This is an optimization exercise on Yosys and OpenROAD, whose aim is small area, a short achievable clock period and few clock cycles per item, not a production implementation.
At most, simulation tests tie the RTL to the original design; equivalence was not proved.
Function not checked in run 2: the RTL went through the layout flow alone.

==> flow/design.v (outline; a module is shown in full before it is edited, if it fits) <==
// module matrix_alu: 2480 lines
module matrix_alu (
    input  logic         Clk,
    input  logic         nReset,
    input  logic         start,
    input  logic [2:0]   opcode,
    input  logic [255:0] operandA,
    input  logic [255:0] operandB,
    output logic [255:0] result,
    output logic         busy,
    output logic         done,
    output logic         err
);
  // ...
==> flow/flow/run.sh <==
#!/bin/bash
# Own layout flow: the standard ORFS flow (standard.sh), with timing
# repair aiming for extra setup slack on the worst paths and single-size
# port buffers.  ORFS keeps each tool's log in orfs/logs; make's own output
# goes to flow_make.log.
set -euo pipefail
export SETUP_SLACK_MARGIN=7.7
export TNS_END_PERCENT=5
export BUFFER_PORTS_ARGS="-buffer_cell sky130_fd_sc_hd__buf_2"
bash standard.sh > flow_make.log 2>&1
==> flow/standard.sh <==
#!/bin/bash
# synth_recipe.tcl (not shown) runs the flow's synth.tcl, then flattens the netlist and writes it again
# the make line also repeats each setting of config.mk as NAME=value (left out here)
make -C /OpenROAD-flow-scripts/flow DESIGN_CONFIG=/design/flow/config.mk WORK_HOME=/design/flow/orfs CLKGATE_MAP_FILE= SYNTH_SCRIPT=/design/flow/synth_recipe.tcl "${@:-finish}"
==> flow/config.mk <==
export PLATFORM = sky130hd
export DESIGN_NAME = matrix_alu
export DESIGN_NICKNAME = matrix_alu
export VERILOG_FILES = /design/flow/design.v
export SDC_FILE = /design/flow/constraint.sdc
export NUM_CORES = 4
export LEC_CHECK = 0
export CAP_MARGIN = 20
export CORE_MARGIN = 2
export CORE_UTILIZATION = 45
export PLACE_DENSITY = 0.55
export SLEW_MARGIN = 20
==> flow/constraint.sdc <==
create_clock -name core_clock -period 12.0 [get_ports {Clk}]
set_input_delay 2.4000 -clock core_clock [delete_from_list [all_inputs] [get_ports {Clk}]]
set_output_delay 2.4000 -clock core_clock [all_outputs]
set_load 0.01 [all_outputs]
==> impl_metrics.env, run 1 <==
export IMPL_grt_pass1_vias=72300
export IMPL_dp_cells=11500
export IMPL_synth_cells=8946
export IMPL_drive_gt1_share_pct=16.1
export IMPL_r2r_slack_ps=7210
export IMPL_worst_slack_ps=7210
export IMPL_crit_cells=12
export IMPL_fin_crit_sh_pct=39.9
export IMPL_setup_tns_ps=0
export IMPL_rsz0062_at_grt="yes"
export IMPL_worstReg2RegStart="r_q[193]$_DFFE_PN0P_"
export IMPL_postPlaceCellArea_um2=80000
export IMPL_layout_cells_most_common="nand2_1"
export IMPL_antennaDiodeCount=27
export IMPL_largestClassByArea="multi-input combinational cells"
export IMPL_avgSynthCellArea_um2=8.27
export IMPL_hold_viol=0
export IMPL_status="timing/DRC/antenna clean"
export IMPL_comb_multi_input_count=6869
export IMPL_stdcell_count=11700
export IMPL_grtUsageMet2_pct=71.2
export IMPL_syn_nets=10300
export IMPL_drc_errors=0
Testbench counts, summed over its fixed seeds: cycles 16,805, ops 3,200.
==> run 2: changes to the inputs <==
--- a/flow/design.v
+++ b/flow/design.v
@@ -7,32 +7,33 @@
     input  logic [255:0] operandB,
     output logic [255:0] result,
     output logic         busy,
     output logic         done,
     output logic         err
 );
     logic         busy_q, done_q, err_q, scl_q, as_q, sub_q;
     logic [3:0]   cnt_q;
-    logic [255:0] r_q, r_d, ld_val, bz_val;
+    logic [255:0] r_q, r_d, bz_val;
     logic [255:0] x_q, x_d;
     wire idle   = !busy_q && !done_q;
     wire accept = start && idle;
     wire op_add = (opcode == 3'd0);
     wire op_sub = (opcode == 3'd1);
     wire op_trn = (opcode == 3'd2);
     wire op_scl = (opcode == 3'd3);
     wire op_bad = opcode[2] && (opcode[1] || opcode[0]);
     wire op_mac = (opcode == 3'd3) || (opcode == 3'd4);
     wire op_as  = (opcode[2:1] == 2'd0);
     wire op_run = op_mac || op_as;
-    wire [15:0] x0 = r_q[255:240];
-    wire [15:0] x1 = r_q[239:224];
-    wire [15:0] x2 = r_q[223:208];
-    wire [15:0] x3 = r_q[207:192];
+    logic [63:0] xr_q;
+    wire [15:0] x0 = xr_q[63:48];
+    wire [15:0] x1 = xr_q[47:32];
+    wire [15:0] x2 = xr_q[31:16];
+    wire [15:0] x3 = xr_q[15:0];
     wire [15:0] ya0 = x_q[255:240];
     wire [15:0] yb0 = x_q[223:208];
     wire [15:0] ya1 = x_q[191:176];
     wire [15:0] yb1 = x_q[159:144];
     wire [15:0] ya2 = x_q[127:112];
     wire [15:0] yb2 = x_q[95:80];
     wire [15:0] ya3 = x_q[63:48];
     wire [15:0] yb3 = x_q[31:16];
@@ -1338,20 +1339,20 @@
     assign u0b_114 = u0b_44 ^ u0b_83 ^ u0b_82;
     assign u0b_115 = (u0b_44 & u0b_83) | (u0b_82 & (u0b_44 ^ u0b_83));
     assign u0b_116 = u0b_48 ^ u0b_85 ^ u0b_84;
     assign u0b_117 = (u0b_48 & u0b_85) | (u0b_84 & (u0b_48 ^ u0b_85));
     assign u0b_118 = u0b_52 ^ u0b_87 ^ u0b_86;
     assign u0b_119 = (u0b_52 & u0b_87) | (u0b_86 & (u0b_52 ^ u0b_87));
     assign u0b_120 = u0b_56 ^ u0b_89 ^ u0b_88;
     wire [15:0] dot0 = {u0b_120, u0b_118, u0b_116, u0b_114, u0b_112, u0b_110, u0b_108, u0b_106, u0b_104, u0b_102, u0b_100, u0b_98, u0b_96, u0b_94, u0b_92, u0b_59} + {u0b_119, u0b_117, u0b_115, u0b_113, u0b_111, u0b_109, u0b_107, u0b_105, u0b_103, u0b_101, u0b_99, u0b_97, u0b_95, u0b_93, u0b_91, u0b_90};
-    wire [15:0] prd0 = u0_s00_q + u0_s01_q;
-    wire [15:0] prd1 = u0_s10_q + u0_s11_q;
-    wire [15:0] prd2 = u0_s20_q + u0_s21_q;
-    wire [15:0] prd3 = u0_s30_q + u0_s31_q;
+    wire [15:0] prd0;    
+    wire [15:0] prd1;    
+    wire [15:0] prd2;    
+    wire [15:0] prd3;    
     logic u1a_1;
     logic u1a_2;
     logic u1a_3;
     logic u1a_4;
     logic u1a_5;
     logic u1a_6;
     logic u1a_7;
     logic u1a_8;
@@ -2397,56 +2398,90 @@
     assign u1b_114 = u1b_44 ^ u1b_83 ^ u1b_82;
     assign u1b_115 = (u1b_44 & u1b_83) | (u1b_82 & (u1b_44 ^ u1b_83));
     assign u1b_116 = u1b_48 ^ u1b_85 ^ u1b_84;
     assign u1b_117 = (u1b_48 & u1b_85) | (u1b_84 & (u1b_48 ^ u1b_85));
     assign u1b_118 = u1b_52 ^ u1b_87 ^ u1b_86;
     assign u1b_119 = (u1b_52 & u1b_87) | (u1b_86 & (u1b_52 ^ u1b_87));
     assign u1b_120 = u1b_56 ^ u1b_89 ^ u1b_88;
     wire [15:0] dot1 = {u1b_120, u1b_118, u1b_116, u1b_114, u1b_112, u1b_110, u1b_108, u1b_106, u1b_104, u1b_102, u1b_100, u1b_98, u1b_96, u1b_94, u1b_92, u1b_59} + {u1b_119, u1b_117, u1b_115, u1b_113, u1b_111, u1b_109, u1b_107, u1b_105, u1b_103, u1b_101, u1b_99, u1b_97, u1b_95, u1b_93, u1b_91, u1b_90};
+    wire sel_a  = accept && !op_bad && !op_trn;
+    wire sel_t  = accept && op_trn;
+    wire sel_b  = !(accept && !op_bad);
+    wire s_as   = busy_q && as_q;
+    wire s_scl  = busy_q && !as_q && scl_q;
+    wire s_mul  = busy_q && !as_q && !scl_q;
+    wire s_rot  = (s_scl && !cnt_q[2]) || (s_mul && cnt_q[0]);
+    wire s_prd2 = s_scl && !cnt_q[2] && (cnt_q[1:0] != 2'd0);
+    wire s_prd3 = s_scl && cnt_q[2];
+    wire s_dota = s_mul && cnt_q[0];
+    wire s_dotb = s_mul && !cnt_q[0] && (cnt_q != 4'd0);
+    wire [15:0] prd [4];
+    assign prd[0] = prd0;
+    assign prd[1] = prd1;
+    assign prd[2] = prd2;
+    assign prd[3] = prd3;
+    logic [255:0] as_sum;
+    wire [15:0] u0_sa [4];
+    wire [15:0] u0_sb [4];
+    assign u0_sa[0] = u0_s00_q;
+    assign u0_sb[0] = u0_s01_q;
+    assign u0_sa[1] = u0_s10_q;
+    assign u0_sb[1] = u0_s11_q;
+    assign u0_sa[2] = u0_s20_q;
+    assign u0_sb[2] = u0_s21_q;
+    assign u0_sa[3] = u0_s30_q;
+    assign u0_sb[3] = u0_s31_q;
+    always_comb begin
+        for (int i = 0; i < 16; i++)
+            if (i >= 12)
+                as_sum[255-16*i -: 16] = (s_scl ? u0_sa[i-12] : r_q[255-16*i -: 16])
+                    + (s_scl ? u0_sb[i-12] : (x_q[255-16*i -: 16] ^ {16{sub_q}}))
+                    + {15'd0, sub_q && !s_scl};
+            else
+                as_sum[255-16*i -: 16] = r_q[255-16*i -: 16]
+                    + (x_q[255-16*i -: 16] ^ {16{sub_q}}) + {15'd0, sub_q};
+    end
+    assign prd0 = as_sum[63:48];
+    assign prd1 = as_sum[47:32];
+    assign prd2 = as_sum[31:16];
+    assign prd3 = as_sum[15:0];
     wire [15:0] s_in = operandB[15:0];
     always_comb begin
         if (!busy_q) begin
             for (int i = 0; i < 16; i++)
-                x_d[255-16*i -: 16] = op_scl ? s_in : operandB[255-16*i -: 16];
+                x_d[255-16*i -: 16] = (op_scl && (i % 4 < 2)) ? s_in : operandB[255-16*i -: 16];
         end else begin
             for (int r = 0; r < 4; r++) begin
                 x_d[255-64*r -: 16] = x_q[239-64*r -: 16];
                 x_d[239-64*r -: 16] = x_q[255-64*r -: 16];
                 x_d[223-64*r -: 16] = x_q[207-64*r -: 16];
                 x_d[207-64*r -: 16] = x_q[223-64*r -: 16];
             end
         end
-        bz_val = r_q;
-        if (busy_q) begin
-            if (as_q) begin
-                for (int i = 0; i < 16; i++)
-                    bz_val[255-16*i -: 16] = r_q[255-16*i -: 16]
-                        + (x_q[255-16*i -: 16] ^ {16{sub_q}}) + {15'd0, sub_q};
-            end else if (scl_q) begin
-                if (cnt_q[2]) begin
-                    bz_val[63:0] = {prd0, prd1, prd2, prd3};
-                end else begin
-                    bz_val = {r_q[191:0], r_q[255:192]};
-                    if (cnt_q[1:0] != 2'd0)
-                        bz_val[127:64] = {prd0, prd1, prd2, prd3};
+        for (int r = 0; r < 4; r++) begin
+            for (int c = 0; c < 4; c++) begin
+                logic [15:0] v;
+                v = s_rot ? r_q[255-64*((r+1)%4)-16*c -: 16] : r_q[255-64*r-16*c -: 16];
+                if (r == 2 && s_prd2) v = prd[c];
+                if (r == 3) begin
+                    if (s_prd3) v = prd[c];
+                    else if ((c % 2 == 0) ? s_dota : s_dotb) v = (c < 2) ? dot0 : dot1;
                 end
-            end else if (cnt_q[0]) begin
-                bz_val = {r_q[191:0], dot0, r_q[239:224], dot1, r_q[207:192]};
-            end else if (cnt_q != 4'd0) begin
-                bz_val[47:32] = dot0;
-                bz_val[15:0]  = dot1;
+                if (s_as) v = as_sum[255-64*r-16*c -: 16];
+                bz_val[255-64*r-16*c -: 16] = v;
             end
         end
         for (int i = 0; i < 16; i++)
-            ld_val[255-16*i -: 16] = op_trn ? operandA[255-16*(4*(i%4)+i/4) -: 16]
-                                            : operandA[255-16*i -: 16];
-        r_d = (accept && !op_bad) ? ld_val : bz_val;
+            r_d[255-16*i -: 16] = ({16{sel_a}} & operandA[255-16*i -: 16])
+                                | ({16{sel_t}} & operandA[255-16*(4*(i%4)+i/4) -: 16])
+                                | ({16{sel_b}} & bz_val[255-16*i -: 16]);
     end
     always_ff @(posedge Clk) x_q <= x_d;
+    always_ff @(posedge Clk) xr_q <= r_d[255:192];
     always_ff @(posedge Clk or negedge nReset) begin
         if (!nReset) begin
             busy_q <= 1'b0;
             done_q <= 1'b0;
             err_q  <= 1'b0;
             scl_q  <= 1'b0;
             as_q   <= 1'b0;
             sub_q  <= 1'b0;
==> impl_metrics.env, run 2 <==
export IMPL_stdcell_count=11000
export IMPL_synthArstFlopShare_pct=31.0
export IMPL_worstHoldEndpoint="x_q[245]$_DFF_P_"
export IMPL_cp_start_kind="input port"
export IMPL_die_w_um=403
export IMPL_clk_pin_slew_ps=70
export IMPL_hold_path_cell_count=2
export IMPL_avgSynthCellArea_um2=8.65
export IMPL_hp_start="x_q[229]$_DFF_P_"
export IMPL_drc_errors=0
export IMPL_grt_pass1_vias=66400
export IMPL_die_h_um=403
export IMPL_synth_top_cell_by_area="dfxtp_1"
export IMPL_via_count=71800
export IMPL_dp_cells=10700
export IMPL_drv_slew=0
export IMPL_drt_wl_total_um=422000
export IMPL_area_growth_pct=16.3
export IMPL_dr_pass1_iters=8
export IMPL_path_class="input port to flip-flop"
export IMPL_utilization_pct=52.7
export IMPL_synth_main_ff_cell="dfxtp_1"
export IMPL_numPortBuffers=776
export IMPL_critPathCaptureType="flip-flop"
export IMPL_cts_tree="built"
export IMPL_core_area_um2=158000
export IMPL_gp_congestion=1.09
export IMPL_synth_top_area_share_pct=16.5
export IMPL_max_freq_mhz=220
export IMPL_maxCapViolCount=0
export IMPL_arrival_ps=5250
export IMPL_synth_most_common_cell="nand2_1"
export IMPL_synth_seq_area_share_pct=25.8
export IMPL_synth_top_cells_by_area="dfxtp_1 17%, fa_1 12%, dfrtp_1 9.3%"
export IMPL_worstPathRequired_ps=12720
export IMPL_pin_count=777
export IMPL_die_area_um2=163000
export IMPL_cts_sinks=859
export IMPL_syn_area_um2=71800
export IMPL_r2r_slack_ps=7520
export IMPL_ys_ff_latch=859
export IMPL_drtIter0Drc=10900
export IMPL_drive_gt1_share_pct=18.8
export IMPL_syn_nets=9643
export IMPL_clock_skew_ps=60.6
export IMPL_initial_core_util_pct=45.3
export IMPL_worstMarginPinSlew_ps=1330
export IMPL_grt_max_degree=207
export IMPL_cts_buffer_depth=3
export IMPL_fin_crit_ps=4540
export IMPL_hold_viol=0
export IMPL_gr_total_overflow=0
export IMPL_fin_crit_sh_pct=37.8
export IMPL_r2r_end="r_q[102]$_DFF_PN0_"
export IMPL_layout_cells_most_common="nand2_1"
export IMPL_status="timing/DRC/antenna clean"
export IMPL_wire_per_inst_um=38.2
export IMPL_row_count=146
export IMPL_final_antenna_net_count=0
export IMPL_relSlewSlack_pct=11.0
export IMPL_antenna_found_initial=53
export IMPL_layout_common_cells="827 x nand2_1, 810 x a21oi_1, 775 x buf_2"
export IMPL_worst_skew_pair_late_latency_ps=810
export IMPL_reg2reg_depth=15
export IMPL_synth_cells=8295
export IMPL_synth_common_cells="834 x nand2_1, 815 x a21oi_1, 653 x xnor2_1"
export IMPL_rsz0062_at_grt="yes"
export IMPL_holdCritPathClass="flip-flop to flip-flop"
export IMPL_nNetsFinal=10200
export IMPL_hpwl_um=331000
export IMPL_setup_viol=0
export IMPL_setup_tns_ps=0
export IMPL_fillCellCount=15100
export IMPL_vias_per_cell=6.51
export IMPL_worstReg2RegStart="sub_q$_DFFE_PN0P_"
export IMPL_reg_top3="r_q (256), x_q (256), u1_p_q (95)"
export IMPL_grt_pass1_wl_um=560000
export IMPL_cts_max_level=3
export IMPL_yosys_cell_types_count=83
export IMPL_path_max_fanout=152
export IMPL_synth_edf_count=0
export IMPL_cts_root_buf="clkbuf_16"
export IMPL_grtUsageTotal_pct=50.0
export IMPL_cts_buffers=105
export IMPL_cts_hold_buf=0
export IMPL_ys_warn_count=1
-- run 2: worst max-delay path: stages --
cell and delay (ps):
buf_2 150, mux2i_1 520, and2_4 580, buf_12 540, a222oi_1 220, a311oi_1 320
o311a_1 230
-- run 2: kinds of logic after synthesis --
| group | share of synthesized area, % |
|---|---|
| compound gates | 20.7 |
| simple gates | 9.72 |
| buf+inv | 6.39 |
| xor+xnor | 14.5 |
| flops | 25.8 |
| fa+ha+maj | 19.1 |
| mux | 3.75 |
-- run 2: stage by stage --
| step | cell area (um^2) | hold WS (ps) | worst slack, ps |
|---|---|---|---|
| after floorplan | 71800 | 354 | 7690 |
| after global placement | 77600 | 444 | 6320 |
| after detailed placement | 77600 | 465 | 6320 |
| after CTS | 82000 | 480 | 7420 |
| after global routing | 83500 | 497 | 7530 |
| final | 83500 | 478 | 7460 |
-- run 2: layout make-up --
cell class                      instances  area (um^2)  area share, %
Sequential cell                       859        18700           22.4
Clock buffer                          158         3160           3.79
Timing Repair Buffer                 1035         6530           7.82
Clock inverter                         39          447          0.535
Tap cell                             2072         2590           3.10
Multi-Input combinational cell       6226        49700           59.5
Inverter                              608         2290           2.75
Antenna cell                           33         82.6         0.0989
-- run 2: worst max path at each step --
| stage | start | to | slack (ps) | cells after the start |
|---|---|---|---|---|
| after floorplan | sub_q$_DFFE_PN0P_ | r_q[94]$_DFF_PN0_ | 7690 | 15 |
| after global placement | busy_q$_DFF_PN0_ | r_q[14]$_DFF_PN0_ | 6320 | 16 |
| after detailed placement | busy_q$_DFF_PN0_ | r_q[14]$_DFF_PN0_ | 6320 | 16 |
| after CTS | u1_p_q[11]$_DFF_P_ | r_q[24]$_DFF_PN0_ | 7420 | 17 |
| after global routing | u0_m_q[20]$_DFF_P_ | r_q[63]$_DFF_PN0_ | 7530 | 18 |
| final | opcode[0] | r_q[238]$_DFF_PN0_ | 7460 | 7 |
-- run 2: layer usage --
metal | track usage (%) | wire length, um | share of wire, % | vias to the layer above
met1 | 62.4 | 155000 | 37 | 35400
li1 | - | - | - | 29600
met4 | 37.7 | 40200 | 9.5 | 22
met5 | 0 | 155 | 0.037 | -
met2 | 69.9 | 169000 | 40 | 5643
met3 | 18.4 | 57900 | 14 | 1223
-- run 2: repair_timing --
| action | 4_1_cts | 5_1_grt |
|---|---|---|
| buffers inserted | 19 | 42 |
| resized for setup | 86 | 245 |
| pin swaps | 18 | 45 |
| gates cloned | 6 | 7 |
| endpoints found under the setup margin | 326 | 224 |

==> re-timing with driven ports <==
Ports are ideal in the flow. The routed layouts listed here were re-timed in OpenROAD. Step 1, drivers: a clkbuf_16 drives Clk and a buf_2 each remaining input, both assumed. Step 2 times the ports against the registers' clock, not the clock port: input delays grow and output delays shrink by t, the midpoint of the rising clock arrivals with the driver on. Three values: no drivers, after step 1, after step 2; two values: the first two.
| run | t, ns | setup slack, ns | slew at the worst register clock pin (ns) |
|---|---|---|---|
| run 1 | 0.877 | 7.210 / 7.210 / 6.659 | 0.07 / 0.07 |
| run 2 | 0.867 | 7.464 / 7.394 / 6.657 | 0.07 / 0.07 |
After both steps every run listed still meets setup and hold. The setup slack of run 2, which loses most, moves by -0.070 ns with the drivers and by -0.807 ns with both steps.
